Context: an optimization exercise on an open-source flow, tuned for small area and a short achievable clock period. The choices shown serve that exercise and are no tape-out recipe.
Where RTL was checked, it was by simulation tests only, not by an equivalence proof against the original.
No functional check of the RTL was part of runs 1 and 2.
Power and IR drop assume default switching activity.

**design.v**
```verilog
module ray_issue_arbiter #(
  parameter int unsigned H_DISP      = 1280,
  parameter int unsigned V_DISP      = 720,
  parameter int unsigned W           = 16,
  parameter int unsigned CNT_W       = 5,
  parameter int unsigned ADDR_W      = 20,
  parameter int unsigned SCALE_SHIFT = 7,
  parameter int unsigned INFL_W      = 12
) (
  input  logic                clk,
  input  logic                rst,
  input  logic                frame_start,
  output logic                frame_busy,
  output logic                frame_done,
  input  logic [3*W-1:0]      cam_pos,
  input  logic [3*W-1:0]      vp_origin,
  input  logic [3*W-1:0]      vp_u,
  input  logic [3*W-1:0]      vp_v,
  input  logic                rec_valid,
  output logic                rec_ready,
  input  logic [3*W-1:0]      rec_pos,
  input  logic [3*W-1:0]      rec_slope,
  input  logic [CNT_W-1:0]    rec_cnt,
  input  logic [ADDR_W-1:0]   rec_addr,
  input  logic                retire,
  output logic                out_valid,
  input  logic                out_ready,
  output logic [3*W-1:0]      out_pos,
  output logic [3*W-1:0]      out_slope,
  output logic [CNT_W-1:0]    out_cnt,
  output logic [ADDR_W-1:0]   out_addr
);
  localparam int unsigned XW = (H_DISP > 1) ? $clog2(H_DISP) : 1;
  localparam int unsigned AW = W + SCALE_SHIFT;    
  localparam int unsigned VW = 3 * W;
  localparam int unsigned V3 = AW - 3;
  localparam int unsigned LAST_ADDR = H_DISP * V_DISP - 1;
  typedef enum logic [1:0] {
    IDLE  = 2'd0,
    SCAN  = 2'd1,
    DRAIN = 2'd2
  } state_t;
  state_t              state_q, state_d;
  logic                done_c;
  logic [2:0]          xb_q;      
  logic [ADDR_W-1:0]   pix_addr_q;
  logic [INFL_W-1:0]   inflight_q;
  logic [VW-1:0]       cam_q;
  logic                first_q, rs_q;    
  logic                load_c, issue_c, start_c, row_end_c, last_px_c, retire_eff_c;
  logic [VW-1:0]       new_slope_c;
  assign load_c       = !out_valid || out_ready;
  assign rec_ready    = load_c;
  assign start_c      = (state_q == IDLE) && frame_start;
  assign issue_c      = load_c && !rec_valid && (state_q == SCAN) && (inflight_q != '1);
  assign row_end_c    = (&pix_addr_q[7:0]) && (xb_q == 3'd4);
  assign last_px_c    = (pix_addr_q == ADDR_W'(LAST_ADDR));
  assign retire_eff_c = retire && (inflight_q != '0);
  localparam logic [AW-1:0] K0 = AW'((1 << 7) + (1 << 9) - (1 << 22) - (1 << 18) - (1 << 20) - (1 << 21));
  for (genvar c = 0; c < 3; c++) begin : g_axis
    logic [W-1:0]  u_q, v_q;
    logic [AW-1:0] acc_q, row_q, op_a, op_b, sum;
    logic [W-1:0]  uf, vf;
    logic [AW-1:0] a0, a1, a2, a3, a4, a5, a6;
    logic [AW-1:0] s1, c1, s2, c2, s3, c3, s4, c4, s5, c5, s6, c6;
    assign uf = {vp_u[c*W+W-1], ~vp_u[c*W +: W-1]};    
    assign vf = {~vp_v[c*W+W-1], vp_v[c*W +: W-1]};    
    assign a0 = AW'({vp_origin[c*W +: W], 7'b0});
    assign a1 = AW'({uf, 7'b0});
    assign a2 = AW'({uf, 9'b0});
    assign a3 = AW'({vf, 3'b0});
    assign a4 = AW'({vf, 5'b0});
    assign a5 = AW'({vf, 6'b0});
    assign a6 = AW'({vf, 8'b0});
    assign s1 = a0 ^ a1 ^ a2;
    assign c1 = {((a0 & a1) | (a0 & a2) | (a1 & a2)), 1'b0};
    assign s2 = a3 ^ a4 ^ a5;
    assign c2 = {((a3 & a4) | (a3 & a5) | (a4 & a5)), 1'b0};
    assign s3 = s1 ^ c1 ^ s2;
    assign c3 = {((s1 & c1) | (s1 & s2) | (c1 & s2)), 1'b0};
    assign s4 = c2 ^ a6 ^ K0;
    assign c4 = {((c2 & a6) | (c2 & K0) | (a6 & K0)), 1'b0};
    assign s5 = s3 ^ c3 ^ s4;
    assign c5 = {((s3 & c3) | (s3 & s4) | (c3 & s4)), 1'b0};
    assign s6 = s5 ^ c5 ^ c4;
    assign c6 = {((s5 & c5) | (s5 & c4) | (c5 & c4)), 1'b0};
    assign op_a = rs_q ? row_q : acc_q;
    assign op_b = first_q ? row_q : rs_q ? ~(AW'($signed(v_q))) : AW'($signed(u_q));
    assign sum  = op_a + op_b + AW'(rs_q);
    always_ff @(posedge clk) begin
      if (start_c) begin
        u_q   <= vp_u[c*W +: W];
        v_q   <= vp_v[c*W +: W];
        acc_q <= s6;
        row_q <= c6;
      end else if (issue_c) begin
        acc_q <= sum;
        if (rs_q || first_q) row_q <= sum;
      end
    end
    assign new_slope_c[c*W +: W] = sum[AW-1 -: W];
  end
  always_ff @(posedge clk) begin
    if (start_c) begin
      first_q <= 1'b1;
      rs_q    <= 1'b0;
    end else if (issue_c) begin
      first_q <= 1'b0;
      rs_q    <= row_end_c;
    end
  end
  always_ff @(posedge clk or negedge rst) begin
    if (!rst) state_q <= IDLE;
    else      state_q <= state_d;
  end
  always_comb begin
    state_d = state_q;
    done_c  = 1'b0;
    case (state_q)
      IDLE:  if (frame_start) state_d = SCAN;
      SCAN:  if (issue_c && last_px_c) state_d = DRAIN;
      DRAIN: begin
        if (inflight_q == '0) begin
          state_d = IDLE;
          done_c  = 1'b1;
        end
      end
      default: state_d = IDLE;
    endcase
  end
  always_ff @(posedge clk or negedge rst) begin
    if (!rst) begin
      frame_busy <= 1'b0;
      frame_done <= 1'b0;
    end else begin
      frame_busy <= (state_d != IDLE);
      frame_done <= done_c;
    end
  end
  always_ff @(posedge clk) begin
    if (start_c) cam_q <= cam_pos;
  end
  always_ff @(posedge clk or negedge rst) begin
    if (!rst) begin
      xb_q       <= '0;
      pix_addr_q <= '0;
    end else if (issue_c) begin
      if (last_px_c) begin
        xb_q       <= '0;
        pix_addr_q <= '0;
      end else begin
        if (&pix_addr_q[7:0]) xb_q <= row_end_c ? 3'd0 : xb_q + 3'd1;
        pix_addr_q <= pix_addr_q + ADDR_W'(1);
      end
    end
  end
  always_ff @(posedge clk or negedge rst) begin
    if (!rst) begin
      inflight_q <= '0;
    end else begin
      case ({issue_c, retire_eff_c})
        2'b10:   inflight_q <= inflight_q + INFL_W'(1);
        2'b01:   inflight_q <= inflight_q - INFL_W'(1);
        default: inflight_q <= inflight_q;
      endcase
    end
  end
  always_ff @(posedge clk or negedge rst) begin
    if (!rst) begin
      out_valid <= 1'b0;
      out_pos   <= '0;
      out_slope <= '0;
      out_cnt   <= '0;
      out_addr  <= '0;
    end else if (load_c) begin
      if (rec_valid) begin
        out_valid <= 1'b1;
        out_pos   <= rec_pos;
        out_slope <= rec_slope;
        out_cnt   <= rec_cnt;
        out_addr  <= rec_addr;
      end else if (issue_c) begin
        out_valid <= 1'b1;
        out_pos   <= cam_q;
        out_slope <= new_slope_c;
        out_cnt   <= '0;
        out_addr  <= pix_addr_q;
      end else begin
        out_valid <= 1'b0;
      end
    end
  end
endmodule
```
**flow/run.sh**
```bash
#!/bin/bash
set -euo pipefail
bash standard.sh BUFFER_PORTS_ARGS="-buffer_cell sky130_fd_sc_hd__buf_1" finish > flow_make.log 2>&1
```
**standard.sh**
```bash
#!/bin/bash
# synth_recipe.tcl (not shown) runs the flow's synth.tcl, then flattens the netlist and writes it again
# the make line also repeats each setting of config.mk as NAME=value (left out here)
make -C /OpenROAD-flow-scripts/flow DESIGN_CONFIG=/design/flow/config.mk WORK_HOME=/design/flow/orfs CLKGATE_MAP_FILE= SYNTH_SCRIPT=/design/flow/synth_recipe.tcl "${@:-finish}"
```
**config.mk**
```make
export PLATFORM = sky130hd
export DESIGN_NAME = ray_issue_arbiter
export DESIGN_NICKNAME = ray_issue_arbiter
export VERILOG_FILES = /design/flow/design.v
export SDC_FILE = /design/flow/constraint.sdc
export NUM_CORES = 4
export LEC_CHECK = 0
export CAP_MARGIN = 20
export CORE_MARGIN = 2
export CORE_UTILIZATION = 40
export CTS_BUF_LIST = sky130_fd_sc_hd__clkbuf_4
export SETUP_SLACK_MARGIN = 5
export SLEW_MARGIN = 20
```
**constraint.sdc**
```tcl
create_clock -name core_clock -period 10.0 [get_ports {clk}]
set_input_delay 2.0000 -clock core_clock [delete_from_list [all_inputs] [get_ports {clk}]]
set_output_delay 2.0000 -clock core_clock [all_outputs]
set_load 0.01 [all_outputs]
```
==> reports/metrics.cfg, run 1 <==
[outcome]
outcome = complete, no violations

[route]
antenna_left = 0
drt_iter0_drc = 1422
post-route-drc-count = 0
routed_via_density = 5.24
vias = 21600
post_drt_wl_per_cell_um = 20.4
drt-total-wl_um = 83800
drtPass1Iterations = 5

[placed_design]
dp.cells = 3868
post-dp-hpwl_um = 61400
placed_cell_area_sq_um = 31200
gp_congestion = 0.924
dpl_worst_slack_ns = 4.17
io_buffer_count = 443

[sta]
fmax_mhz = 214
maxSlewViolCount = 0
fin_skew_ns = 0.0758
tns_ns = 0
finalWorstSetupSlack_ns = 5.33
post-route-period-util_pct = 46.7
tightest_slew_ns = 1.02
whs_ns = 0.478
hold_viol = 0
slew_headroom_pct = 32.2
fin_crit_ns = 4.67
setup-violations-final = 0
rsz0062_at_grt = no

[clocking]
cts_buffer_depth = 3
cts.sinks = 445
cts.reportedPaths.clkPinSlew_ns = 0.06
cts_tree = done
cts_root_buffer = clkbuf_4
cts_max_level = 4
insertion_delay_ns = 0.96
cts_buffers = 135

[logic_synthesis]
yosys-top-cells-area = edfxtp_1 29%, fa_1 15%, dfrtp_1 14%
syn_area_sq_um = 28500
ys.flop_type = edfxtp_1
async_flop_share_pct = 36.2
syn_area_per_cell_sq_um = 11.1
synth.top_cell.area_share_pct = 29.4
syn_nets = 3253
yosys_register_bits = 445
synth_edf_count = 279
syn_inst = 2577
synth_largest_area_cell = edfxtp_1
ys_types = 74
ys_seq_area_share_pct = 43.8
yosys_warnings = 1

[hold_path]
whs_path_depth = 2
hold_class = reg -> reg
worstHoldEndpoint = g_axis[2].row_q[0]
hp-start = g_axis[2].row_q[0]

[cells_and_area]
stdcell_area_sq_um = 33000
area_growth_pct = 15.8
instances_no_fill = 4115
nets = 3744
drive_above_1_share_pct = 10.6
final_util_pct = 47.0

[critical_path]
cp_max_fo = 43
critPathRequiredTime_ns = 10.59
crit_path_end_kind = register
r2r_setup_slack_ns = 5.33
rr_startpoint = rs_q
crit_arrival_ns = 5.26
r2r_end = g_axis[1].acc_q[20]
crit_type = reg -> reg
cp-start-kind = register
reg2regPathDepth = 13

[power]
finalPower_mw = 9.40
p_per_area_nw_per_um2 = 284
ir_drop_uv = 127
p_leak_nw = 13.5

[floorplanning]
core_area_sq_um = 70300
boundaryPins = 444
start_util_pct = 40.6
die_y_um = 271
die_x_um = 271
die-area_sq_um = 73500
std_cell_rows = 97

[grt]
grt_pass1_wl_um = 128000
grt_pass1_vias = 22600
grt-ovfl-total = 0
grt_max_degree = 111
track_usage_pct = 23.0
antenna_found_initial = 12

[job]
maxCapViolCount = 0

placed cells by master, fill, tap and decap left out, types with 5 or more instances in the layout:
master | netlist | routed
clkinv_1 | 0 | 24
mux2i_1 | 113 | 113
buf_4 | 0 | 16
o22ai_1 | 11 | 11
edfxtp_1 | 279 | 279
and4_1 | 5 | 5
nor4_1 | 6 | 6
o31ai_1 | 5 | 5
mux2_2 | 67 | 67
nand4_1 | 11 | 11
a21o_1 | 27 | 27
inv_1 | 240 | 238
nand2b_1 | 10 | 10
a21oi_1 | 128 | 128
or3_1 | 5 | 5
o21bai_1 | 8 | 8
a22o_1 | 31 | 31
xnor2_1 | 62 | 62
o21ai_0 | 265 | 265
clkbuf_4 | 0 | 207
and2_1 | 14 | 14
nand2_1 | 347 | 344
nor2b_1 | 6 | 5
xor2_1 | 41 | 41
nor3_1 | 16 | 16
and3_1 | 20 | 20
nor2_1 | 94 | 93
ha_1 | 146 | 145
o21a_1 | 14 | 14
a211oi_1 | 12 | 11
o211ai_1 | 11 | 11
nand3_1 | 28 | 28
fa_1 | 211 | 211
buf_1 | 12 | 441
dfrtp_1 | 161 | 161
a31oi_1 | 7 | 7
area by class of cell:
cell class	count	area [sq um]
fillers	6605	37200
multi-input cells	1781	14800
inverters	241	921
clock buffers	205	1540
clock inverters	36	239
diodes	3	7.51
well taps	940	1180
repair buffers	464	1870
flip-flops and latches	445	12500
worst max path at each step:
| stage | startpoint | endpoint | slack, ns | cells after the start |
|---|---|---|---|---|
| after floorplan | out_ready | g_axis[0].row_q[10] | 5.06 | 7 |
| after global placement | out_ready | inflight_q[10] | 4.27 | 16 |
| after detailed placement | out_ready | inflight_q[10] | 4.17 | 16 |
| after CTS | first_q | g_axis[1].row_q[20] | 5.09 | 12 |
| after global routing | rs_q | g_axis[1].row_q[20] | 5.02 | 13 |
| final | rs_q | g_axis[1].acc_q[20] | 5.33 | 13 |
power by group:
part | internal, mW | switching [mW] | total (mW)
combinational | 1.77 | 2.92 | 4.69
clock | 1.01 | 0.851 | 1.86
sequential | 2.60 | 0.247 | 2.85
state kept, by name (all words and copies together), names as in the netlist:
register / cells
out_cnt: 5
pix_addr_q: 20
g_axis.row_q: 69
out_slope: 48
rs_q: 1
inflight_q: 12
state_q: 2
g_axis.v_q: 48
g_axis.u_q: 48
out_valid: 1
frame_busy: 1
frame_done: 1
out_pos: 48
first_q: 1
out_addr: 20
xb_q: 3
cam_q: 48
g_axis.acc_q: 69
Yosys cell counts (16+ instances only):
cell,n
xor2_1,41
nand2_1,347
edfxtp_1,279
inv_1,240
a22o_1,31
nor3_1,16
fa_1,211
and3_1,20
clkbuf_1,93
mux2_2,67
ha_1,146
xnor2_1,62
dfrtp_1,161
mux2i_1,113
a21oi_1,128
nand3_1,28
a21o_1,27
o21ai_0,265
nor2_1,94
critical path, cell delays in order (launching register included):
cell and delay, ns:
dfxtp_4 0.67, buf_8 0.38, mux2i_1 0.23, o21ai_0 0.13, fa_1 0.49, fa_1 0.50, a211oi_1 0.28, o21ai_0 0.22
nand4_1 0.17, o21ai_1 0.17, a221oi_2 0.47, nor3_1 0.12, a211oi_2 0.36, a21oi_1 0.12
logic make-up (layout without fill, tap and decap cells):
kind of cell             count (synthesis)  after routing  share of synthesized area, %
multiplexers                           180            180                          6.61
flip-flops                             445            445                          43.8
AO/OA/AOI/OAI                          562            562                          11.7
adder cells (fa/ha/maj)                357            357                          21.2
XOR/XNOR                               103            103                          3.16
other                                    0              3                             0
buffers and inverters                  351            946                          4.67
AND/OR/NAND/NOR                        579            579                          8.86
what timing repair did:
item / in CTS / in global routing
gates resized for setup: 3 / 5
setup buffers: 2 / 1
hold buffers: 0 / 0
hold endpoints to repair: 0 / 0
setup endpoints to repair: 5 / 5
metal layers:
layer	global-route usage (%)	up-vias	wire length (um)
met5	0	-	62
met4	9.40	12	2890
met3	7.83	179	8000
met2	36.7	847	39200
met1	28.4	10500	33700
li1	-	10000	-
==> run 2, diff against run 1 <==
--- a/config.mk
+++ b/config.mk
@@ -9,5 +9,5 @@
 export CORE_MARGIN = 2
 export CORE_UTILIZATION = 40
-export CTS_BUF_LIST = sky130_fd_sc_hd__clkbuf_4
+export CTS_BUF_LIST = sky130_fd_sc_hd__clkbuf_8
 export SETUP_SLACK_MARGIN = 5
 export SLEW_MARGIN = 20
==> run 2 against run 1 <==
  * Final area barely moved
  * Clock skew shrank 0.043 ns
  * Count of clock-buffer cells in the layout is 102 lower
  * Sequential share of layout area hardly changed
  * Largest cell class unchanged
  * Still clean on timing, DRC and antenna
  * Critical path type is now in -> out
==> reports/metrics.cfg, run 2 <==
[outcome]
outcome = complete, no violations  ; unchanged

[route]
vias = 21100  ; was 21600
drt-total-wl_um = 83600  ; was 83800 um
routed_via_density = 5.24  ; about the same
antenna_left = 0  ; unchanged
post-route-drc-count = 0  ; unchanged
post_drt_wl_per_cell_um = 20.7  ; was 20.4 um
drt_iter0_drc = 1406  ; was 1422
drtPass1Iterations = 5  ; unchanged

[clocking]
cts_buffers = 84  ; was 135
cts_buffer_depth = 3  ; unchanged
cts_tree = done  ; unchanged
cts.sinks = 445  ; unchanged
insertion_delay_ns = 0.68  ; was 0.96 ns
cts_root_buffer = clkbuf_8  ; was clkbuf_4
cts.reportedPaths.clkPinSlew_ns = 0.06  ; about the same
cts_max_level = 3  ; was 4

[critical_path]
reg2regPathDepth = 13  ; unchanged
crit_end = rec_ready  ; was g_axis[1].acc_q[20]
crit_slowest_cell = nor2b_2  ; was dfxtp_4
crit_type = in -> out  ; was reg -> reg
r2r_end = g_axis[1].row_q[20]  ; was g_axis[1].acc_q[20]
slowest_delay_ns = 0.26  ; was 0.67 ns
cp-startpoint = out_ready  ; was rs_q
crit_path_end_kind = output pin  ; was register
critPathRequiredTime_ns = 8.00  ; was 10.59 ns
crit_top_cell = buf_1
crit_arrival_ns = 2.88  ; was 5.26 ns
cp_max_fo = 6  ; was 43
r2r_setup_slack_ns = 5.32  ; was 5.33 ns
rr_startpoint = rs_q  ; unchanged
critical_path.cell_chain = buf_1, nor2b_2, clkinvlp_4, buf_4, buf_1  ; was buf_8, mux2i_1, o21ai_0, fa_1, fa_1, a211oi_1, o21ai_0, nand4_1, o21ai_1, a221oi_2, nor3_1, a211oi_2, a21oi_1
cp-start-kind = input pin  ; was register

[logic_synthesis]
ys_seq_area_share_pct = 43.8  ; unchanged
synth_largest_area_cell = edfxtp_1  ; unchanged
yosys_warnings = 1  ; unchanged
syn_nets = 3253  ; unchanged
async_flop_share_pct = 36.2  ; unchanged
yosys_register_bits = 445  ; unchanged
ys.flop_type = edfxtp_1  ; unchanged
synth.top_cell.area_share_pct = 29.4  ; unchanged
synth_edf_count = 279  ; unchanged
yosys-top-cells-area = edfxtp_1 29%, fa_1 15%, dfrtp_1 14%  ; unchanged
syn_area_sq_um = 28500  ; unchanged
syn_inst = 2577  ; unchanged
synth_commonest_cells = 347 x nand2_1, 279 x edfxtp_1, 265 x o21ai_0  ; unchanged
ys_types = 74  ; unchanged
syn_area_per_cell_sq_um = 11.1  ; unchanged
synth_most_common_cell = nand2_1  ; unchanged

[power]
p_per_area_nw_per_um2 = 285  ; was 284 nW/um^2
pwr-share-seq_pct = 30.2  ; was 30.3%
p_leak_nw = 13.5  ; about the same
power_frac_clock_pct = 19.9  ; was 19.8%
comb_power_share_pct = 49.8  ; was 49.9%
ir_drop_uv = 126  ; was 127 uV
p_sw_mw = 4.01  ; was 4.02 mW
internal_power_mw = 5.41  ; was 5.38 mW
p_sw_share_pct = 42.6  ; was 42.8%

[floorplanning]
die_x_um = 271  ; unchanged
die_y_um = 271  ; unchanged
std_cell_rows = 97  ; unchanged
die-area_sq_um = 73500  ; unchanged
start_util_pct = 40.6  ; unchanged
boundaryPins = 444  ; unchanged
core_area_sq_um = 70300  ; unchanged

[sta]
tightest_slew_ns = 1.00  ; was 1.02 ns
setup-violations-final = 0  ; unchanged
tns_ns = 0  ; unchanged
rsz0062_at_grt = no  ; unchanged
whs_ns = 0.479  ; was 0.478 ns
post-route-period-util_pct = 48.8  ; was 46.7%
maxSlewViolCount = 0  ; unchanged
fin_crit_ns = 4.88  ; was 4.67 ns
fmax_mhz = 205  ; was 214 MHz
hold_viol = 0  ; unchanged
fin_skew_ns = 0.0328  ; was 0.0758 ns
slew_headroom_pct = 33.0  ; was 32.2%

[hold_path]
hp-start = g_axis[2].row_q[0]  ; unchanged
hold_class = reg -> reg  ; unchanged

[grt]
track_usage_pct = 22.7  ; was 23.0%
grt-ovfl-total = 0  ; unchanged
grt_max_degree = 111  ; unchanged
grt_pass1_wl_um = 128000  ; about the same
antenna_found_initial = 11  ; was 12
grt_pass1_vias = 22100  ; was 22600

[placed_design]
io_buffer_count = 443  ; unchanged
post-dp-hpwl_um = 61400  ; unchanged
gp_congestion = 0.924  ; unchanged

[cells_and_area]
area_growth_pct = 15.8  ; about the same
final_cell_mix = 441 x buf_1, 344 x nand2_1, 279 x edfxtp_1  ; unchanged
final_common_cell = buf_1  ; unchanged
nets = 3695  ; was 3744
drive_above_1_share_pct = 7.90  ; was 10.6%
fill_cells = 6522  ; was 6605
reg_top3 = g_axis.acc_q: 69 flops, g_axis.row_q: 69 flops  ; unchanged

[job]
maxCapViolCount = 0  ; unchanged

==> run 2: changes by cell type in the layout (fill, tap and decap cells not counted), sizes merged <==
cell      before  now
clkinvlp       2    3
diode          3    4
clkinv        29   19
buf          462  464
bufinv         3    4
inv          243  267
clkbuf       207  105
==> run 2: worst min-delay path by stage <==
| stage | depth (start not counted) | slack (ns) | end |
|---|---|---|---|
| 2_1_floorplan | 2 | 0.45 | g_axis[1].row_q[0] |
| 3_3_place_gp | 2 | 0.45 | g_axis[2].row_q[0] |
| 3_5_place_dp | 2 | 0.47 | g_axis[1].row_q[0] |
| 4_1_cts | 2 | 0.47 | g_axis[1].row_q[0] |
| 5_1_grt | 2 | 0.48 | g_axis[1].row_q[0] |
| 6_report | 2 | 0.48 | g_axis[2].row_q[0] |
==> run 2: metrics by stage <==
| step | total power, mW | instances | cell area, sq um | util (%) | worst slack, ns |
|---|---|---|---|---|---|
| 6_report | 9.42 | 4032 | 33000 | 47.0 | 5.12 |
| 5_1_grt | 10.1 | 4030 | 33000 | 47.0 | 5.01 |
| 3_3_place_gp | 7.41 | 3868 | 31200 | 44.3 | 4.27 |
| 3_5_place_dp | 7.53 | 3868 | 31200 | 44.3 | 4.17 |
| 2_1_floorplan | 6.02 | 2577 | 28500 | - | 5.06 |
| 4_1_cts | 9.47 | 4026 | 33000 | 46.9 | 5.02 |
==> run 2: layout make-up <==
| type | count | area, sq um | area share [%] |
|---|---|---|---|
| sequential | 445 | 12500 | 37.9 |
| multi-input combinational | 1781 | 14800 | 44.7 |
| antenna | 4 | 10.0 | 0.0303 |
| clock buffer | 103 | 1420 | 4.29 |
| tap | 940 | 1180 | 3.56 |
| timing repair buffer | 466 | 1880 | 5.70 |
| inverter | 241 | 923 | 2.79 |
| clock inverter | 52 | 353 | 1.07 |
==> run 2: what timing repair did <==
action / CTS / global route
resized for setup: 4 / 5
gates cloned: 0 / 0
hold buffers: 0 / 0
buffers inserted: 3 / 2
endpoints found under the setup margin: 6 / 7
==> run 2: routing by layer <==
| metal | share of wire, % | up-vias | GRT usage (%) | wire length [um] |
|---|---|---|---|---|
| met1 | 40 | 10400 | 28.8 | 33800 |
| met5 | 0.069 | - | 0 | 58 |
| met4 | 2.9 | 12 | 7.69 | 2430 |
| met3 | 9.3 | 135 | 6.80 | 7800 |
| met2 | 47 | 744 | 37.1 | 39500 |
| li1 | - | 9830 | - | - |
==> run 2: cells by family after synthesis <==
| logic type | Yosys count | synth area share, % |
|---|---|---|
| AOI/OAI and AO/OA | 562 | 11.7 |
| xor gates and xnor gates | 103 | 3.16 |
| adders and majority gates | 357 | 21.2 |
| buffers and inverters | 351 | 4.67 |
| DFF | 445 | 43.8 |
| muxes | 180 | 6.61 |
| and+or+nand+nor | 579 | 8.86 |
==> run 2: power by group through the flow <==
stage / clock (mW) / combinational, mW / sequential, mW
2_1_floorplan: 0 / 3.15 / 2.88
3_3_place_gp: 0 / 4.54 / 2.87
3_5_place_dp: 0 / 4.64 / 2.89
4_1_cts: 1.93 / 4.68 / 2.86
5_1_grt: 2.01 / 5.23 / 2.90
6_report: 1.88 / 4.69 / 2.85
==> run 2: worst max-delay path: cells and delay by family <==
kind / cells / cell delay, ns
and+or+nand+nor: 1 / 0.26
buffers and inverters: 4 / 0.62
==> run 3, diff against run 2 <==
--- a/design.v
+++ b/design.v
@@ -46,4 +46,5 @@
   logic [ADDR_W-1:0]   pix_addr_q;
   logic [INFL_W-1:0]   inflight_q;
+  logic                infl_full_q, infl_zero_q;    
   logic [VW-1:0]       cam_q;
   logic                first_q, rs_q;    
@@ -53,8 +54,8 @@
   assign rec_ready    = load_c;
   assign start_c      = (state_q == IDLE) && frame_start;
-  assign issue_c      = load_c && !rec_valid && (state_q == SCAN) && (inflight_q != '1);
+  assign issue_c      = load_c && !rec_valid && (state_q == SCAN) && !infl_full_q;
   assign row_end_c    = (&pix_addr_q[7:0]) && (xb_q == 3'd4);
   assign last_px_c    = (pix_addr_q == ADDR_W'(LAST_ADDR));
-  assign retire_eff_c = retire && (inflight_q != '0);
+  assign retire_eff_c = retire && !infl_zero_q;
   localparam logic [AW-1:0] K0 = AW'((1 << 7) + (1 << 9) - (1 << 22) - (1 << 18) - (1 << 20) - (1 << 21));
   for (genvar c = 0; c < 3; c++) begin : g_axis
@@ -121,5 +122,5 @@
       SCAN:  if (issue_c && last_px_c) state_d = DRAIN;
       DRAIN: begin
-        if (inflight_q == '0) begin
+        if (infl_zero_q) begin
           state_d = IDLE;
           done_c  = 1'b1;
@@ -157,10 +158,20 @@
   always_ff @(posedge clk or negedge rst) begin
     if (!rst) begin
-      inflight_q <= '0;
+      inflight_q  <= '0;
+      infl_full_q <= 1'b0;
+      infl_zero_q <= 1'b1;
     end else begin
       case ({issue_c, retire_eff_c})
-        2'b10:   inflight_q <= inflight_q + INFL_W'(1);
-        2'b01:   inflight_q <= inflight_q - INFL_W'(1);
-        default: inflight_q <= inflight_q;
+        2'b10: begin
+          inflight_q  <= inflight_q + INFL_W'(1);
+          infl_full_q <= (inflight_q == INFL_W'((1 << INFL_W) - 2));
+          infl_zero_q <= 1'b0;
+        end
+        2'b01: begin
+          inflight_q  <= inflight_q - INFL_W'(1);
+          infl_full_q <= 1'b0;
+          infl_zero_q <= (inflight_q == INFL_W'(1));
+        end
+        default: ;
       endcase
     end
--- a/config.mk
+++ b/config.mk
@@ -9,5 +9,5 @@
 export CORE_MARGIN = 2
 export CORE_UTILIZATION = 40
-export CTS_BUF_LIST = sky130_fd_sc_hd__clkbuf_8
+export CTS_BUF_LIST = sky130_fd_sc_hd__clkbuf_4
 export SETUP_SLACK_MARGIN = 5
 export SLEW_MARGIN = 20
==> run 3 against run 2 <==
  * First-iteration DRC count increased by 8.1%
  * Sequential share of layout area increased by 0.41 points
  * Die area decreased by 0.33%
  * Register-to-register slack improved by 0.10 ns
  * Clock power decreased by 9%
  * Final area decreased by 0.67%
  * Sequential cell count increased by 2
  * Routed wire length increased by 1.0%
==> reports/metrics.cfg, run 3 <==
[clocking]
cts_max_level = 4  ; was 3
cts_buffer_depth = 3  ; unchanged
insertion_delay_ns = 0.97  ; was 0.68 ns
cts.sinks = 447  ; was 445
cts.reportedPaths.clkPinSlew_ns = 0.06  ; about the same
cts_tree = done  ; unchanged
cts_buffers = 132  ; was 84
cts_root_buffer = clkbuf_4  ; was clkbuf_8

[logic_synthesis]
yosys_register_bits = 447  ; was 445
ys_types = 77  ; was 74
yosys_warnings = 1  ; unchanged
synth_commonest_cells = 352 x nand2_1, 279 x edfxtp_1, 251 x o21ai_0  ; was 347 x nand2_1, 279 x edfxtp_1, 265 x o21ai_0
ys_seq_area_share_pct = 44.2  ; was 43.8%
syn_area_per_cell_sq_um = 11.1  ; about the same
ys.flop_type = edfxtp_1  ; unchanged
synth_largest_area_cell = edfxtp_1  ; unchanged
async_flop_share_pct = 36.5  ; was 36.2%
synth.top_cell.area_share_pct = 29.5  ; was 29.4%
syn_area_sq_um = 28400  ; was 28500 sq um
yosys-top-cells-area = edfxtp_1 29%, fa_1 15%, dfrtp_1 14%  ; unchanged
syn_nets = 3227  ; was 3253
syn_inst = 2558  ; was 2577
synth_most_common_cell = nand2_1  ; unchanged
synth_edf_count = 279  ; unchanged

[floorplanning]
die_x_um = 271  ; about the same
start_util_pct = 40.5  ; was 40.6%
std_cell_rows = 97  ; unchanged
die_y_um = 271  ; about the same
die-area_sq_um = 73200  ; was 73500 sq um
core_area_sq_um = 70300  ; unchanged
boundaryPins = 444  ; unchanged

[grt]
antenna_found_initial = 10  ; was 11
grt_max_degree = 119  ; was 111
grt_pass1_wl_um = 129000  ; was 128000 um
grt-ovfl-total = 0  ; unchanged
track_usage_pct = 23.0  ; was 22.7%
grt_pass1_vias = 22200  ; was 22100

[critical_path]
crit_slowest_cell = buf_4  ; was nor2b_2
critPathRequiredTime_ns = 8.00  ; about the same
cp_max_fo = 20  ; was 6
crit_arrival_ns = 2.94  ; was 2.88 ns
cp-start-kind = input pin  ; unchanged
crit_path_end_kind = output pin  ; unchanged
crit_type = in -> out  ; unchanged
rr_startpoint = first_q  ; was rs_q
critical_path.cell_chain = buf_1, nand2b_1, buf_4, buf_1  ; was buf_1, nor2b_2, clkinvlp_4, buf_4, buf_1
slowest_delay_ns = 0.37  ; was 0.26 ns
crit_top_cell = buf_1  ; unchanged
cpLargestDelayFamily = buffers and inverters  ; unchanged
r2r_end = g_axis[2].row_q[20]  ; was g_axis[1].row_q[20]
r2r_setup_slack_ns = 5.42  ; was 5.32 ns
reg2regPathDepth = 14  ; was 13
path_buf_inv = 3  ; was 4

[hold_path]
hold_class = reg -> reg  ; unchanged
whs_path_depth = 2  ; unchanged
hp-start = out_slope[4]  ; was g_axis[2].row_q[0]
worstHoldEndpoint = out_slope[4]  ; was g_axis[2].row_q[0]

[sta]
hold_viol = 0  ; unchanged
setup-violations-final = 0  ; unchanged
slew_headroom_pct = 26.7  ; was 33.0%
maxSlewViolCount = 0  ; unchanged
fin_skew_ns = 0.0774  ; was 0.0328 ns
post-route-period-util_pct = 49.4  ; was 48.8%
tightest_slew_ns = 1.09  ; was 1.00 ns
tns_ns = 0  ; unchanged
fin_crit_ns = 4.94  ; was 4.88 ns
rsz0062_at_grt = no  ; unchanged
whs_ns = 0.480  ; was 0.479 ns
fmax_mhz = 203  ; was 205 MHz

[cells_and_area]
area_growth_pct = 15.4  ; was 15.8%
instances_no_fill = 4090  ; was 4032
final_common_cell = buf_1  ; unchanged
reg_top3 = g_axis.acc_q: 69 flops, g_axis.row_q: 69 flops  ; unchanged
stdcell_area_sq_um = 32800  ; was 33000 sq um
nets = 3717  ; was 3695
drive_above_1_share_pct = 10.6  ; was 7.90%
final_cell_mix = 441 x buf_1, 349 x nand2_1, 279 x edfxtp_1  ; was 441 x buf_1, 344 x nand2_1, 279 x edfxtp_1

[power]
power_frac_clock_pct = 30.6  ; was 19.9%
internal_power_mw = 3.64  ; was 5.41 mW
p_per_area_nw_per_um2 = 170  ; was 285 nW/um^2
comb_power_share_pct = 28.7  ; was 49.8%
ir_drop_uv = 118  ; was 126 uV
pwr-share-seq_pct = 40.7  ; was 30.2%
p_sw_share_pct = 34.8  ; was 42.6%
p_leak_nw = 13.4  ; was 13.5 nW
p_sw_mw = 1.94  ; was 4.01 mW

[placed_design]
placed_cell_area_sq_um = 31100  ; was 31200 sq um
io_buffer_count = 443  ; unchanged
gp_congestion = 0.870  ; was 0.924
dp.cells = 3850  ; was 3868
post-dp-hpwl_um = 62300  ; was 61400 um

[route]
drt-total-wl_um = 84400  ; was 83600 um
drtPass1Iterations = 6  ; was 5
antenna_left = 0  ; unchanged
vias = 21300  ; was 21100
drt_iter0_drc = 1520  ; was 1406
post_drt_wl_per_cell_um = 20.6  ; was 20.7 um
post-route-drc-count = 0  ; unchanged
routed_via_density = 5.20  ; was 5.24

[outcome]
outcome = complete, no violations  ; unchanged

[job]
maxCapViolCount = 0  ; unchanged

[run 3: changes by cell type after synthesis, moves of 4 or more]
cell,change
a21oi_1,-25
o21ai_0,-14
nor2_1,+13
nand3_1,+11
and3_1,-9
inv_1,-8
nor2b_1,+7
a211oi_1,-6
a21o_1,+6
ha_1,-6
nand2_1,+5
or2_2,+5
xnor2_1,+5
a31o_2,+4
[run 3: through the flow]
step	setup WS, ns	utilization (%)	total power, mW
3_5_place_dp	4.68	44.2	3.91
5_1_grt	5.03	46.7	5.97
3_3_place_gp	4.75	44.2	3.88
6_report	5.06	46.7	5.58
4_1_cts	5.02	46.5	5.66
2_1_floorplan	5.13	-	3.28
[run 3: area by class of cell]
type | count | area (sq um)
timing repair buffer | 466 | 1930
fill | 6598 | 37400
clock buffer | 182 | 1370
sequential | 447 | 12600
inverter | 233 | 882
tap | 940 | 1180
multi-input combinational | 1768 | 14700
clock inverter | 46 | 229
antenna | 8 | 20.0
[run 3: worst max-delay path by stage]
stage	start	end	slack, ns	cells past startpoint
after floorplan	frame_start	cam_q[0]	5.13	4
after global placement	rec_valid	xb_q[2]	4.75	9
after detailed placement	rec_valid	pix_addr_q[19]	4.68	10
after CTS	rs_q	g_axis[2].acc_q[20]	5.02	14
after global routing	out_ready	rec_ready	5.03	4
final	out_ready	rec_ready	5.06	4
[run 3: cells by family after synthesis]
family                   synth area share (%)
AO/OA/AOI/OAI                            11.1
XOR/XNOR                                 3.38
adder cells (fa/ha/maj)                  20.9
buffers and inverters                    4.56
flip-flops                               44.2
multiplexers                             6.78
AND/OR/NAND/NOR                          9.13
[run 3: tightest hold or removal path, cell delays in order, from the launching register on]
cell and delay [ns]:
dfrtp_1 0.33, nand2_1 0.05, o21ai_0 0.06
[run 3: power by group through the flow]
stage	Clock [mW]	Sequential (mW)	Combinational, mW
after floorplan	0	2.31	0.969
after global placement	0	2.30	1.58
after detailed placement	0	2.30	1.61
after CTS	1.77	2.27	1.62
after global routing	1.87	2.29	1.82
final	1.71	2.27	1.60
[run 3: timing repair]
| action | in CTS | in global routing |
|---|---|---|
| endpoints found under the hold margin | 0 | 0 |
| resized for setup | 0 | 6 |
| buffers inserted | 0 | 2 |
| hold buffers | 0 | 0 |
| setup endpoints to repair | 0 | 27 |
[run 3: routing by layer]
metal,track usage (%),share of wire (%),wire length [um]
met3,6.57,7.3,6150
met4,7.97,2.7,2270
met5,0,0.031,26
met1,30.0,43,36100
met2,36.7,47,39900
==> run 4, diff against run 3 <==
==> flow/run.sh (replaced) <==
#!/bin/bash
set -euo pipefail
bash standard.sh BUFFER_PORTS_ARGS="-buffer_cell sky130_fd_sc_hd__buf_1" SETUP_SLACK_MARGIN=5.6 finish > flow_make.log 2>&1
==> run 4 against run 3 <==
  * Critical path type unchanged
  * Synthesized cell count unchanged
  * Final area up 1.0%
  * Still clean
  * Global-route usage increased by 0.81 points
  * Hold slack lost 0.017 ns
==> reports/metrics.cfg, run 4 <==
[outcome]
outcome = complete, no violations  ; unchanged

[clocking]
cts_buffer_depth = 3  ; unchanged
cts_buffers = 134  ; was 132
insertion_delay_ns = 1.02  ; was 0.97 ns
cts_max_level = 4  ; unchanged
cts_root_buffer = clkbuf_4  ; unchanged
cts.reportedPaths.clkPinSlew_ns = 0.07  ; was 0.06 ns
hold_buffers = 0  ; unchanged
cts_tree = done  ; unchanged
cts.sinks = 447  ; unchanged

[sta]
post-route-period-util_pct = 44.3  ; was 49.4%
fin_crit_ns = 4.43  ; was 4.94 ns
fmax_mhz = 226  ; was 203 MHz
fin_skew_ns = 0.0985  ; was 0.0774 ns
rsz0062_at_grt = yes  ; was no
setup-violations-final = 0  ; unchanged
tightest_slew_ns = 1.09  ; about the same
hold_viol = 0  ; unchanged
slew_headroom_pct = 27.6  ; was 26.7%
tns_ns = 0  ; unchanged
maxSlewViolCount = 0  ; unchanged

[route]
vias = 21600  ; was 21300
routed_via_density = 5.24  ; was 5.20
post-route-drc-count = 0  ; unchanged
top_layer = met5  ; unchanged
antenna_left = 0  ; unchanged
dr_wl_met2_um = 41400  ; was 39900 um
drt-met1-wl_um = 36300  ; was 36100 um
wl_met3_um = 6400  ; was 6150 um
drt-total-wl_um = 86400  ; was 84400 um
drt_iter0_drc = 1555  ; was 1520
drtPass1Iterations = 8  ; was 6
post_drt_wl_per_cell_um = 21.0  ; was 20.6 um

[critical_path]
crit_slowest_cell = nand2b_4  ; was buf_4
cp-start-kind = input pin  ; unchanged
critical_path.cell_chain = buf_8, nand2b_4, buf_6  ; was buf_1, nand2b_1, buf_4, buf_1
cpLargestDelayFamily = buffers and inverters  ; unchanged
r2r_setup_slack_ns = 5.80  ; was 5.42 ns
cp.depth = 3  ; was 4
reg2regPathDepth = 13  ; was 14
cp-startpoint = out_ready  ; unchanged
crit_end = rec_ready  ; unchanged
slowest_delay_ns = 0.17  ; was 0.37 ns
r2r_end = g_axis[1].acc_q[22]  ; was g_axis[2].row_q[20]
rr_startpoint = first_q  ; unchanged
path_buf_inv = 2  ; was 3
cp_max_fo = 2  ; was 20
crit_arrival_ns = 2.43  ; was 2.94 ns
crit_type = in -> out  ; unchanged
critPathRequiredTime_ns = 8.00  ; about the same
crit_path_end_kind = output pin  ; unchanged

[power]
ir_drop_uv = 120  ; was 118 uV
p_sw_share_pct = 35.1  ; was 34.8%
p_leak_nw = 13.5  ; was 13.4 nW
power_frac_clock_pct = 31.8  ; was 30.6%
internal_power_mw = 3.70  ; was 3.64 mW
comb_power_share_pct = 28.4  ; was 28.7%
p_sw_mw = 2.00  ; was 1.94 mW
p_per_area_nw_per_um2 = 172  ; was 170 nW/um^2
pwr-share-seq_pct = 39.9  ; was 40.7%

[cells_and_area]
drive_above_1_share_pct = 11.4  ; was 10.6%
reg_top3 = g_axis.acc_q: 69 flops, g_axis.row_q: 69 flops  ; unchanged
fill_cells = 6558  ; was 6598
area_growth_pct = 16.6  ; was 15.4%
nets = 3729  ; was 3717
stdcell_area_sq_um = 33200  ; was 32800 sq um
final_cell_mix = 439 x buf_1, 349 x nand2_1, 279 x edfxtp_1  ; was 441 x buf_1, 349 x nand2_1, 279 x edfxtp_1
final_common_cell = buf_1  ; unchanged

[grt]
grt-ovfl-total = 0  ; unchanged
grt_pass1_wl_um = 133000  ; was 129000 um
grt_max_degree = 164  ; was 119
track_usage_pct = 23.8  ; was 23.0%
antenna_found_initial = 10  ; unchanged
grt_pass1_vias = 22500  ; was 22200

[logic_synthesis]
ys_seq_area_share_pct = 44.2  ; unchanged
syn_nets = 3227  ; unchanged
syn_inst = 2558  ; unchanged
yosys-top-cells-area = edfxtp_1 29%, fa_1 15%, dfrtp_1 14%  ; unchanged
synth.top_cell.area_share_pct = 29.5  ; unchanged
syn_area_per_cell_sq_um = 11.1  ; unchanged
ys.flop_type = edfxtp_1  ; unchanged
synth_largest_area_cell = edfxtp_1  ; unchanged
ys_types = 77  ; unchanged
syn_area_sq_um = 28400  ; unchanged
async_flop_share_pct = 36.5  ; unchanged
synth_most_common_cell = nand2_1  ; unchanged
yosys_warnings = 1  ; unchanged
synth_commonest_cells = 352 x nand2_1, 279 x edfxtp_1, 251 x o21ai_0  ; unchanged
synth_edf_count = 279  ; unchanged
yosys_register_bits = 447  ; unchanged

[floorplanning]
die_x_um = 271  ; unchanged
boundaryPins = 444  ; unchanged
die_y_um = 271  ; unchanged
std_cell_rows = 97  ; unchanged
die-area_sq_um = 73200  ; unchanged
core_area_sq_um = 70300  ; unchanged
start_util_pct = 40.5  ; unchanged

[job]
maxCapViolCount = 0  ; unchanged

[hold_path]
hold_class = reg -> reg  ; unchanged

[placed_design]
placed_cell_area_sq_um = 31100  ; about the same
post-dp-hpwl_um = 62600  ; was 62300 um
io_buffer_count = 443  ; unchanged
gp_congestion = 0.905  ; was 0.870

run 4: stage by stage:
stage	power (mW)	util (%)	hold slack (ns)	cells	worst slack [ns]
finish	5.70	47.2	0.463	4115	5.57
global route	6.09	47.2	0.495	4111	5.57
CTS	5.78	47.0	0.446	4103	5.57
detailed placement	3.92	44.3	0.469	3850	4.63
global placement	3.89	44.3	0.463	3850	4.75
floorplan	3.29	-	0.447	2558	5.52
run 4: logic make-up after synthesis:
| logic type | count (synthesis) | share of synthesized area (%) |
|---|---|---|
| muxes | 184 | 6.78 |
| adders and majority gates | 350 | 20.9 |
| DFF | 447 | 44.2 |
| buffers and inverters | 343 | 4.56 |
| and+or+nand+nor | 602 | 9.13 |
| xor gates and xnor gates | 109 | 3.38 |
| AOI/OAI and AO/OA | 523 | 11.1 |
run 4: layout make-up:
cell class	count	area [sq um]	share of cell area (%)
tap	940	1180	3.55
timing repair buffer	475	2090	6.29
inverter	233	882	2.66
multi-input combinational	1769	14700	44.4
clock buffer	184	1380	4.17
clock inverter	57	327	0.985
sequential	447	12600	37.9
antenna	10	25.0	0.0755
run 4: worst min path at each step:
stage	cells past startpoint	endpoint	slack (ns)	startpoint
2_1_floorplan	1	inflight_q[7]	0.45	inflight_q[7]
3_3_place_gp	2	out_pos[22]	0.46	out_pos[22]
3_5_place_dp	2	out_addr[15]	0.47	out_addr[15]
4_1_cts	1	state_q[0]	0.45	state_q[1]
5_1_grt	1	state_q[0]	0.49	state_q[1]
6_report	1	state_q[0]	0.46	state_q[1]
run 4: timing repair:
item | 4_1_cts | 5_1_grt
cloned | 3 | 1
endpoints found under the setup margin | 88 | 133
pin swaps | 1 | 2
setup buffers | 9 | 1
resized for setup | 13 | 11
run 4: power groups by stage:
stage	logic, mW	clock network (mW)	registers [mW]
after floorplan	0.973	0	2.31
after global placement	1.59	0	2.30
after detailed placement	1.62	0	2.30
after CTS	1.64	1.87	2.27
after global routing	1.84	1.96	2.29
final	1.62	1.81	2.27
run 4: routing by layer:
layer,track usage (%),vias to the layer above
met5,0,-
li1,-,9934
met2,39.0,819
met4,7.81,6
met3,6.30,153
met1,30.7,10700
==> run 5, diff against run 4 <==
==> flow/run.sh (replaced) <==
#!/bin/bash
set -euo pipefail
bash standard.sh BUFFER_PORTS_ARGS="-buffer_cell sky130_fd_sc_hd__buf_1" SETUP_SLACK_MARGIN=6.5 finish > flow_make.log 2>&1
==> run 5 against run 4 <==
  * Count of clock-buffer cells in the layout grew 8
  * Final area up 14%
  * Non-clock buffer count increased by 175
  * Area after synthesis unchanged
  * Highest routed layer unchanged
  * Worst setup slack worse by 0.018 ns
  * Sequential cell count unchanged
  * Largest cell class unchanged
  * Routed wire length grew 6.1%
  * Register-to-register slack improved by 0.31 ns
  * Via count is 4.4% higher
  * Critical path type unchanged
  * Maximum frequency is 0.41% lower
  * Utilization up 6.6 points
  * Critical endpoint unchanged
  * Still clean
==> reports/metrics.cfg, run 5 <==
[power]
p_per_area_nw_per_um2 = 162  ; was 172 nW/um^2
ir_drop_uv = 114  ; was 120 uV
internal_power_mw = 4.05  ; was 3.70 mW
p_sw_mw = 2.08  ; was 2.00 mW
p_sw_share_pct = 33.9  ; was 35.1%
power_frac_clock_pct = 29.6  ; was 31.8%
comb_power_share_pct = 33.2  ; was 28.4%
pwr-share-seq_pct = 37.2  ; was 39.9%
p_leak_nw = 15.7  ; was 13.5 nW
finalPower_mw = 6.13  ; was 5.70 mW

[job]
maxCapViolCount = 0  ; unchanged

[hold_path]
hold_class = reg -> reg  ; unchanged
whs_path_depth = 2  ; was 1
worstHoldEndpoint = out_addr[15]  ; was state_q[0]
hp-start = out_addr[15]  ; was state_q[1]

[logic_synthesis]
yosys_register_bits = 447  ; unchanged
ys.flop_type = edfxtp_1  ; unchanged
synth.top_cell.area_share_pct = 29.5  ; unchanged
yosys-top-cells-area = edfxtp_1 29%, fa_1 15%, dfrtp_1 14%  ; unchanged
synth_edf_count = 279  ; unchanged
yosys_warnings = 1  ; unchanged
syn_area_per_cell_sq_um = 11.1  ; unchanged
ys_types = 77  ; unchanged
syn_inst = 2558  ; unchanged
async_flop_share_pct = 36.5  ; unchanged
synth_largest_area_cell = edfxtp_1  ; unchanged
ys_seq_area_share_pct = 44.2  ; unchanged
synth_most_common_cell = nand2_1  ; unchanged
synth_commonest_cells = 352 x nand2_1, 279 x edfxtp_1, 251 x o21ai_0  ; unchanged
syn_area_sq_um = 28400  ; unchanged
syn_nets = 3227  ; unchanged

[sta]
tightest_slew_ns = 0.982  ; was 1.09 ns
fin_crit_ns = 4.44  ; was 4.43 ns
slew_headroom_pct = 34.5  ; was 27.6%
fmax_mhz = 225  ; was 226 MHz
post-route-period-util_pct = 44.4  ; was 44.3%
maxSlewViolCount = 0  ; unchanged
finalWorstSetupSlack_ns = 5.56  ; was 5.57 ns
rsz0062_at_grt = yes  ; unchanged
setup-violations-final = 0  ; unchanged
hold_viol = 0  ; unchanged
fin_skew_ns = 0.0801  ; was 0.0985 ns
tns_ns = 0  ; unchanged

[floorplanning]
boundaryPins = 444  ; unchanged
start_util_pct = 40.5  ; unchanged
die_x_um = 271  ; unchanged
die_y_um = 271  ; unchanged
core_area_sq_um = 70300  ; unchanged
std_cell_rows = 97  ; unchanged
die-area_sq_um = 73200  ; unchanged

[cells_and_area]
final_cell_mix = 335 x nand2_1, 279 x edfxtp_1, 228 x buf_1  ; was 439 x buf_1, 349 x nand2_1, 279 x edfxtp_1
final_util_pct = 53.8  ; was 47.2%
drive_above_1_share_pct = 32.5  ; was 11.4%
instances_no_fill = 4281  ; was 4115
nets = 3902  ; was 3729
reg_top3 = g_axis.acc_q: 69 flops, g_axis.row_q: 69 flops  ; unchanged
final_common_cell = nand2_1  ; was buf_1
area_growth_pct = 33.0  ; was 16.6%

[route]
routed_via_density = 5.26  ; was 5.24
antenna_left = 0  ; unchanged
post-route-drc-count = 0  ; unchanged
post_drt_wl_per_cell_um = 21.4  ; was 21.0 um
drtPass1Iterations = 7  ; was 8
drt-total-wl_um = 91700  ; was 86400 um
vias = 22500  ; was 21600
drt_iter0_drc = 1554  ; was 1555

[placed_design]
io_buffer_count = 443  ; unchanged
post-dp-hpwl_um = 61600  ; was 62600 um
dp.cells = 3846  ; was 3850
gp_congestion = 0.895  ; was 0.905
dpl_worst_slack_ns = 4.94  ; was 4.63 ns

[grt]
grt_pass1_wl_um = 139000  ; was 133000 um
track_usage_pct = 24.9  ; was 23.8%
grt_pass1_vias = 23900  ; was 22500
grt-ovfl-total = 0  ; unchanged
antenna_found_initial = 11  ; was 10
grt_max_degree = 120  ; was 164

[clocking]
cts.sinks = 447  ; unchanged
cts.reportedPaths.clkPinSlew_ns = 0.05  ; was 0.07 ns
cts_tree = done  ; unchanged
insertion_delay_ns = 0.96  ; was 1.02 ns
cts_max_level = 4  ; unchanged
hold_buffers = 0  ; unchanged
cts_buffer_depth = 3  ; unchanged
cts_root_buffer = clkbuf_4  ; unchanged
cts_buffers = 131  ; was 134

[critical_path]
reg2regPathDepth = 17  ; was 13
crit_path_end_kind = output pin  ; unchanged
cp_max_fo = 2  ; unchanged
crit_type = in -> out  ; unchanged
r2r_end = g_axis[1].row_q[22]  ; was g_axis[1].acc_q[22]
critPathRequiredTime_ns = 8.00  ; about the same
cp-start-kind = input pin  ; unchanged
crit_arrival_ns = 2.44  ; was 2.43 ns
r2r_setup_slack_ns = 6.11  ; was 5.80 ns
rr_startpoint = rs_q  ; was first_q

[outcome]
outcome = complete, no violations  ; unchanged

-- run 5: cell counts after synthesis --
No cell type changed its count.
-- run 5: repair_timing --
item	in CTS	in global routing
pin swaps	140	179
gates resized for setup	562	349
endpoints found under the setup margin	441	374
hold endpoints to repair	0	0
setup buffers	100	84
cloned	9	1
-- run 5: cells by family (layout without fill, tap and decap cells) --
kind of cell | after synthesis | count (layout) | share of synthesized area (%)
compound gates | 523 | 523 | 11.1
xor+xnor | 109 | 109 | 3.38
fa+ha+maj | 350 | 350 | 20.9
buf+inv | 343 | 1120 | 4.56
flops | 447 | 447 | 44.2
mux | 184 | 184 | 6.78
other cells | 0 | 5 | 0
simple gates | 602 | 603 | 9.13
-- run 5: how the worst max path moves through the flow --
stage                        from  slack, ns                   to  cells after the start
floorplan           vp_origin[14]       5.53  g_axis[0].acc_q[21]                      7
global placement        out_ready       5.03          infl_zero_q                     10
detailed placement      out_ready       4.94          infl_zero_q                     10
CTS                     out_ready       5.55            rec_ready                      3
global route            out_ready       5.55            rec_ready                      3
finish                  out_ready       5.56            rec_ready                      3
-- run 5: per-layer routing --
| layer | vias up | share of wire [%] | global-route usage (%) |
|---|---|---|---|
| li1 | 10300 | - | - |
| met1 | 11300 | 41 | 31.7 |
| met2 | 842 | 48 | 40.8 |
| met3 | 161 | 8.2 | 7.14 |
| met4 | 12 | 2.6 | 8.48 |
| met5 | - | 0.091 | 0 |
-- run 5: power by group through the flow --
stage	sequential (mW)	clock, mW	combinational (mW)
5_1_grt	2.30	1.96	2.26
3_5_place_dp	2.31	0	1.64
4_1_cts	2.28	1.87	1.88
6_report	2.28	1.82	2.03
2_1_floorplan	2.31	0	1.02
3_3_place_gp	2.30	0	1.61
-- run 5: layout make-up --
type,count,area (sq um)
Antenna cell,5,12.5
Tap cell,940,1180
Clock inverter,44,278
Clock buffer,192,1440
Fill cell,6104,32400
Inverter,233,1070
Multi-Input combinational cell,1769,16500
Timing Repair Buffer,650,4790
Timing Repair inverter,1,8.76
Sequential cell,447,12600
-- run 5: per-stage QoR --
| stage | area, sq um | hold WS, ns |
|---|---|---|
| 6_report | 37800 | 0.486 |
| 5_1_grt | 37800 | 0.514 |
| 4_1_cts | 36000 | 0.486 |
| 3_5_place_dp | 31500 | 0.468 |
| 3_3_place_gp | 31500 | 0.459 |
| 2_1_floorplan | 29100 | 0.447 |
-- run 5: critical path, cell delays in order --
cell and delay (ns):
buf_8 0.10, nand2b_4 0.18, buf_6 0.15
==> run 6, diff against run 5 <==
==> flow/run.sh (replaced) <==
#!/bin/bash
set -euo pipefail
bash standard.sh BUFFER_PORTS_ARGS="-buffer_cell sky130_fd_sc_hd__buf_1" SETUP_SLACK_MARGIN=6.0 finish > flow_make.log 2>&1
==> run 6 against run 5 <==
  * Synthesized cell count unchanged
  * Sequential cell count unchanged
  * Sequential power about the same
  * Sequential share of layout area up 3.9 points
  * Worst setup slack worse by 0.013 ns
  * Largest cell class unchanged
  * Largest power group unchanged
  * Highest routed layer unchanged
==> reports/metrics.cfg, run 6 <==
[grt]
grt_pass1_vias = 22800  ; was 23900
grt-ovfl-total = 0  ; unchanged
track_usage_pct = 22.9  ; was 24.9%
antenna_found_initial = 5  ; was 11
grt_pass1_wl_um = 129000  ; was 139000 um
grt_max_degree = 127  ; was 120

[logic_synthesis]
yosys_warnings = 1  ; unchanged
yosys-top-cells-area = edfxtp_1 29%, fa_1 15%, dfrtp_1 14%  ; unchanged
yosys_register_bits = 447  ; unchanged
synth_most_common_cell = nand2_1  ; unchanged
ys_seq_area_share_pct = 44.2  ; unchanged
synth_edf_count = 279  ; unchanged
syn_area_per_cell_sq_um = 11.1  ; unchanged
ys_types = 77  ; unchanged
syn_nets = 3227  ; unchanged
synth.top_cell.area_share_pct = 29.5  ; unchanged
async_flop_share_pct = 36.5  ; unchanged
ys.flop_type = edfxtp_1  ; unchanged
syn_area_sq_um = 28400  ; unchanged
syn_inst = 2558  ; unchanged
synth_commonest_cells = 352 x nand2_1, 279 x edfxtp_1, 251 x o21ai_0  ; unchanged
synth_largest_area_cell = edfxtp_1  ; unchanged

[clocking]
cts_buffer_depth = 3  ; unchanged
cts.reportedPaths.clkPinSlew_ns = 0.06  ; was 0.05 ns
insertion_delay_ns = 0.98  ; was 0.96 ns
cts_tree = done  ; unchanged
hold_buffers = 0  ; unchanged
cts_root_buffer = clkbuf_4  ; unchanged
cts.sinks = 447  ; unchanged
cts_buffers = 136  ; was 131
cts_max_level = 4  ; unchanged

[critical_path]
cp-start-kind = input pin  ; unchanged
crit_path_end_kind = output pin  ; unchanged
critPathRequiredTime_ns = 8.00  ; about the same
crit_arrival_ns = 2.46  ; was 2.44 ns
crit_type = in -> out  ; unchanged
reg2regPathDepth = 13  ; was 17
cp_max_fo = 2  ; unchanged

[route]
drtPass1Iterations = 5  ; was 7
post-route-drc-count = 0  ; unchanged
drt-total-wl_um = 83400  ; was 91700 um
antenna_left = 0  ; unchanged
drt_iter0_drc = 1100  ; was 1554
post_drt_wl_per_cell_um = 20.2  ; was 21.4 um
vias = 21300  ; was 22500
routed_via_density = 5.15  ; was 5.26

[floorplanning]
std_cell_rows = 97  ; unchanged
core_area_sq_um = 70300  ; unchanged
boundaryPins = 444  ; unchanged
die-area_sq_um = 73200  ; unchanged
start_util_pct = 40.5  ; unchanged
die_y_um = 271  ; unchanged
die_x_um = 271  ; unchanged

[sta]
fin_crit_ns = 4.46  ; was 4.44 ns
tns_ns = 0  ; unchanged
fin_skew_ns = 0.0637  ; was 0.0801 ns
post-route-period-util_pct = 44.6  ; was 44.4%
fmax_mhz = 224  ; was 225 MHz
slew_headroom_pct = 23.8  ; was 34.5%
rsz0062_at_grt = yes  ; unchanged
tightest_slew_ns = 1.14  ; was 0.982 ns
hold_viol = 0  ; unchanged
setup-violations-final = 0  ; unchanged
maxSlewViolCount = 0  ; unchanged

[hold_path]
whs_path_depth = 2  ; unchanged
hold_class = reg -> reg  ; unchanged

[outcome]
outcome = complete, no violations  ; unchanged

[cells_and_area]
final_cell_mix = 438 x buf_1, 349 x nand2_1, 279 x edfxtp_1  ; was 335 x nand2_1, 279 x edfxtp_1, 228 x buf_1
drive_above_1_share_pct = 15.2  ; was 32.5%
final_common_cell = buf_1  ; was nand2_1
fill_cells = 6521  ; was 6104
reg_top3 = g_axis.acc_q: 69 flops, g_axis.row_q: 69 flops  ; unchanged
area_growth_pct = 19.0  ; was 33.0%
nets = 3740  ; was 3902
final_util_pct = 48.2  ; was 53.8%

[power]
p_per_area_nw_per_um2 = 170  ; was 162 nW/um^2
finalPower_mw = 5.76  ; was 6.13 mW
p_leak_nw = 13.7  ; was 15.7 nW
power_frac_clock_pct = 33.0  ; was 29.6%
p_sw_share_pct = 33.5  ; was 33.9%
pwr-share-seq_pct = 39.4  ; was 37.2%
internal_power_mw = 3.83  ; was 4.05 mW
p_sw_mw = 1.93  ; was 2.08 mW
comb_power_share_pct = 27.6  ; was 33.2%
ir_drop_uv = 101  ; was 114 uV

[placed_design]
post-dp-hpwl_um = 58000  ; was 61600 um
gp_congestion = 0.855  ; was 0.895
io_buffer_count = 443  ; unchanged

[job]
maxCapViolCount = 0  ; unchanged

-- run 6: cell types whose count changed in the layout (fill, tap and decap cells not counted), sizes merged --
cell      delta
diode        -1
inv          +2
clkinvlp     -2
clkbuf      -44
clkinv       -2
bufbuf       -2
buf        -108
bufinv       +1
-- run 6: layer usage --
| layer | track usage (%) | up-vias | part of all wire, % |
|---|---|---|---|
| met4 | 8.13 | 6 | 2.6 |
| met3 | 5.36 | 155 | 6.2 |
| met5 | 0 | - | 0.038 |
| met1 | 28.1 | 10500 | 41 |
| li1 | - | 9957 | - |
| met2 | 39.5 | 672 | 50 |
-- run 6: final cells by class --
cell class | count | area (sq um) | share of cell area, %
well taps | 940 | 1180 | 3.48
clock buffers | 204 | 1530 | 4.52
repair buffers | 484 | 2190 | 6.48
flip-flops and latches | 447 | 12600 | 37.1
inverters | 233 | 995 | 2.94
clock inverters | 44 | 288 | 0.850
diodes | 4 | 10.0 | 0.0296
multi-input cells | 1769 | 15100 | 44.6
-- run 6: through the flow --
stage	hold WS [ns]	instance area, sq um	setup slack (ns)	instances
CTS	0.481	33500	5.52	4115
floorplan	0.447	28800	5.53	2558
global placement	0.460	31300	4.98	3847
detailed placement	0.468	31300	4.83	3847
global route	0.510	33800	5.54	4123
finish	0.479	33800	5.54	4125
-- run 6: power by group through the flow --
stage / registers [mW] / clock network [mW] / logic [mW]
finish: 2.27 / 1.90 / 1.59
floorplan: 2.31 / 0 / 1.00
CTS: 2.27 / 1.96 / 1.60
global placement: 2.30 / 0 / 1.54
global route: 2.29 / 2.05 / 1.82
detailed placement: 2.30 / 0 / 1.58
-- run 6: cells by family after synthesis --
logic type	synth area share, %
flops	44.2
compound gates	11.1
buf+inv	4.56
simple gates	9.13
mux	6.78
fa+ha+maj	20.9
xor+xnor	3.38
-- run 6: path summary, 6_finish.rpt --
path,startpoint,end,slack (ns)
max,out_ready,rec_ready,5.54
min,out_addr[5],out_addr[5],0.48
max reg2reg,rs_q,g_axis[0].acc_q[21],6.11
min reg2reg,out_addr[5],out_addr[5],0.48
max in group asynchronous,rst,out_slope[47],7.34
min in group asynchronous,rst,out_addr[7],1.19
-- run 6: what timing repair did --
item | 4_1_cts | 5_1_grt
buffers inserted | 16 | 4
setup endpoints to repair | 115 | 102
gates cloned | 4 | 2
gates resized for setup | 31 | 56
pin swaps | 5 | 9
-- run 6: critical path: stages --
cell and delay, ns:
buf_12 0.10, nand2b_4 0.19, buf_6 0.16
==> run 7, diff against run 6 <==
==> flow/run.sh (replaced) <==
#!/bin/bash
set -euo pipefail
bash standard.sh BUFFER_PORTS_ARGS="-buffer_cell sky130_fd_sc_hd__buf_1" SETUP_SLACK_MARGIN=5.6 CTS_ARGS="-sink_clustering_enable -repair_clock_nets -buf_list sky130_fd_sc_hd__clkbuf_8 -dont_use_dummy_load -sink_clustering_size 20 -sink_clustering_max_diameter 60" finish > flow_make.log 2>&1
==> run 7 against run 6 <==
  * Global-route usage increased by 0.24 points
  * Synthesized cell count unchanged
  * Combinational power about the same
  * Area after synthesis unchanged
  * Sequential share of layout area increased by 2.0 points
  * Still clean
  * Count of clock-buffer cells in the layout decreased by 155
  * Worst setup slack improved by 0.023 ns
  * Critical path type unchanged
  * Critical path depth unchanged
  * First-iteration DRC count increased by 30%
  * Routed wire length increased by 1.7%
==> reports/metrics.cfg, run 7 <==
[logic_synthesis]
synth.top_cell.area_share_pct = 29.5  ; unchanged
synth_most_common_cell = nand2_1  ; unchanged
synth_commonest_cells = 352 x nand2_1, 279 x edfxtp_1, 251 x o21ai_0  ; unchanged
synth_edf_count = 279  ; unchanged
synth_largest_area_cell = edfxtp_1  ; unchanged
ys.flop_type = edfxtp_1  ; unchanged
yosys_warnings = 1  ; unchanged
ys_types = 77  ; unchanged
syn_inst = 2558  ; unchanged
syn_area_per_cell_sq_um = 11.1  ; unchanged
yosys-top-cells-area = edfxtp_1 29%, fa_1 15%, dfrtp_1 14%  ; unchanged
syn_nets = 3227  ; unchanged
yosys_register_bits = 447  ; unchanged

[route]
post_drt_wl_per_cell_um = 21.6  ; was 20.2 um
vias = 20800  ; was 21300
top_layer = met5  ; unchanged
routed_via_density = 5.31  ; was 5.15
drt-total-wl_um = 84800  ; was 83400 um
drt_iter0_drc = 1431  ; was 1100
dr_wl_met2_um = 40800  ; was 42000 um
post-route-drc-count = 0  ; unchanged

[clocking]
cts_tree = done  ; unchanged
cts_buffers = 49  ; was 136
cts.sinks = 447  ; unchanged
insertion_delay_ns = 0.70  ; was 0.98 ns
cts_root_buffer = clkbuf_8  ; was clkbuf_4
cts_max_level = 2  ; was 4
cts.reportedPaths.clkPinSlew_ns = 0.06  ; about the same

[cells_and_area]
final_cell_mix = 438 x buf_1, 349 x nand2_1, 279 x edfxtp_1  ; unchanged
final_util_pct = 45.7  ; was 48.2%
nets = 3644  ; was 3740
reg_top3 = g_axis.acc_q: 69 flops, g_axis.row_q: 69 flops  ; unchanged
area_growth_pct = 13.0  ; was 19.0%
multi_input_area_sq_um = 14700  ; was 15100 sq um
fill_cells = 6589  ; was 6521
regArea_sq_um = 12600  ; unchanged
final_common_cell = buf_1  ; unchanged
drive_above_1_share_pct = 6.93  ; was 15.2%

[critical_path]
rr_startpoint = rs_q  ; unchanged
critPathRequiredTime_ns = 8.00  ; about the same
crit_path_end_kind = output pin  ; unchanged
r2r_end = g_axis[2].acc_q[20]  ; was g_axis[0].acc_q[21]
cp-start-kind = input pin  ; unchanged
reg2regPathDepth = 14  ; was 13
crit_type = in -> out  ; unchanged
r2r_setup_slack_ns = 5.78  ; was 6.11 ns
crit_slowest_cell = nand2b_4  ; unchanged

[sta]
fin_skew_ns = 0.137  ; was 0.0637 ns
tns_ns = 0  ; unchanged
maxSlewViolCount = 0  ; unchanged
rsz0062_at_grt = yes  ; unchanged
post-route-period-util_pct = 44.3  ; was 44.6%
fin_crit_ns = 4.43  ; was 4.46 ns
tightest_slew_ns = 1.08  ; was 1.14 ns

[hold_path]
hold_class = reg -> reg  ; unchanged

[power]
p_leak_nw = 12.9  ; was 13.7 nW
p_per_area_nw_per_um2 = 155  ; was 170 nW/um^2

[floorplanning]
die-area_sq_um = 73200  ; unchanged
core_area_sq_um = 70300  ; unchanged
die_y_um = 271  ; unchanged
boundaryPins = 444  ; unchanged
start_util_pct = 40.5  ; unchanged

[placed_design]
gp_congestion = 0.905  ; was 0.855
io_buffer_count = 443  ; unchanged
placed_cell_area_sq_um = 31100  ; was 31300 sq um

[job]
maxCapViolCount = 0  ; unchanged

[grt]
grt_pass1_wl_um = 130000  ; was 129000 um
grt_pass1_vias = 21600  ; was 22800
track_usage_pct = 23.2  ; was 22.9%
grt_max_degree = 164  ; was 127

[outcome]
outcome = complete, no violations  ; unchanged

## run 7: cell counts after synthesis
No cell type changed its count.
## run 7: critical path: cells and delay by family
kind / cells / cell delay (ns)
buffers and inverters: 2 / 0.25
AND/OR/NAND/NOR: 1 / 0.17
## run 7: cell families after synthesis
group | after synthesis | share of synthesized area [%]
buffers and inverters | 343 | 4.56
AO/OA/AOI/OAI | 523 | 11.1
adder cells (fa/ha/maj) | 350 | 20.9
multiplexers | 184 | 6.78
XOR/XNOR | 109 | 3.38
AND/OR/NAND/NOR | 602 | 9.13
flip-flops | 447 | 44.2
## run 7: timing repair
action	CTS	global route
hold buffers	0	0
endpoints found under the hold margin	0	0
gates resized for setup	15	9
pin swaps	0	1
setup buffers	9	1
gates cloned	3	1
endpoints found under the setup margin	194	115
## run 7: how the worst max path moves through the flow
stage / start / end / slack [ns] / cells after the start
4_1_cts: out_ready / rec_ready / 5.55 / 3
2_1_floorplan: vp_u[12] / g_axis[0].acc_q[21] / 5.52 / 8
5_1_grt: rs_q / g_axis[2].acc_q[20] / 5.55 / 14
3_3_place_gp: out_ready / g_axis[0].acc_q[6] / 4.75 / 8
6_report: out_ready / rec_ready / 5.57 / 3
3_5_place_dp: out_ready / out_pos[9] / 4.63 / 8
## run 7: stage by stage
| stage | instances | hold WS [ns] | power, mW | setup WS (ns) |
|---|---|---|---|---|
| 5_1_grt | 3919 | 0.496 | 5.31 | 5.55 |
| 3_5_place_dp | 3850 | 0.469 | 3.92 | 4.63 |
| 3_3_place_gp | 3850 | 0.463 | 3.89 | 4.75 |
| 6_report | 3922 | 0.480 | 4.97 | 5.57 |
| 4_1_cts | 3911 | 0.469 | 5.04 | 5.55 |
| 2_1_floorplan | 2558 | 0.447 | 3.29 | 5.52 |
## run 7: per-layer routing
metal  up-vias  track usage [%]
li1       9611                -
met1     10400             30.9
met2       705             38.4
met3       110             4.86
met4         6             6.09
met5         -                0
## run 7: power breakdown
| part | internal, mW | total (mW) | leakage (nW) | switching (mW) |
|---|---|---|---|---|
| clock | 0.434 | 1.09 | 0.352 | 0.659 |
| sequential | 2.14 | 2.27 | 4.61 | 0.130 |
| combinational | 0.656 | 1.61 | 7.93 | 0.954 |
## run 7: final cells by class
cell class                      instances  share of cell area (%)
Clock buffer                           49                    2.10
Antenna cell                            9                  0.0701
Inverter                              233                    2.75
Tap cell                              940                    3.66
Timing Repair Buffer                  475                    6.49
Sequential cell                       447                    39.1
Multi-Input combinational cell       1769                    45.8

-- afterwards: timing with drivers on the ports --
No port has a modelled driver above. Below, the same layouts with a new extraction and two added sets of constraints.
Step 1 sets driving cells, clkbuf_16 on the clock port and buf_2 on the other inputs (assumed; they add their load-dependent delay and slew).
Step 2 also shifts input and output timing later by t, the mid clock arrival at the registers, as if the neighbouring blocks saw the same clock.
a / b / c = no drivers / after step 1 / after step 2; a / b = the first two.
run	shift t [ns]	setup slack, ns
run 1	0.984	5.330 / 5.330 / 4.390
run 2	0.726	5.119 / 5.086 / 4.609
run 3	0.994	5.062 / 5.036 / 4.661
run 4	1.034	5.574 / 5.531 / 4.723
run 5	0.981	5.556 / 5.514 / 5.299
run 6	1.014	5.543 / 5.498 / 5.098
run 7	0.694	5.566 / 5.522 / 5.032
After both steps setup and hold are still met in every run listed.
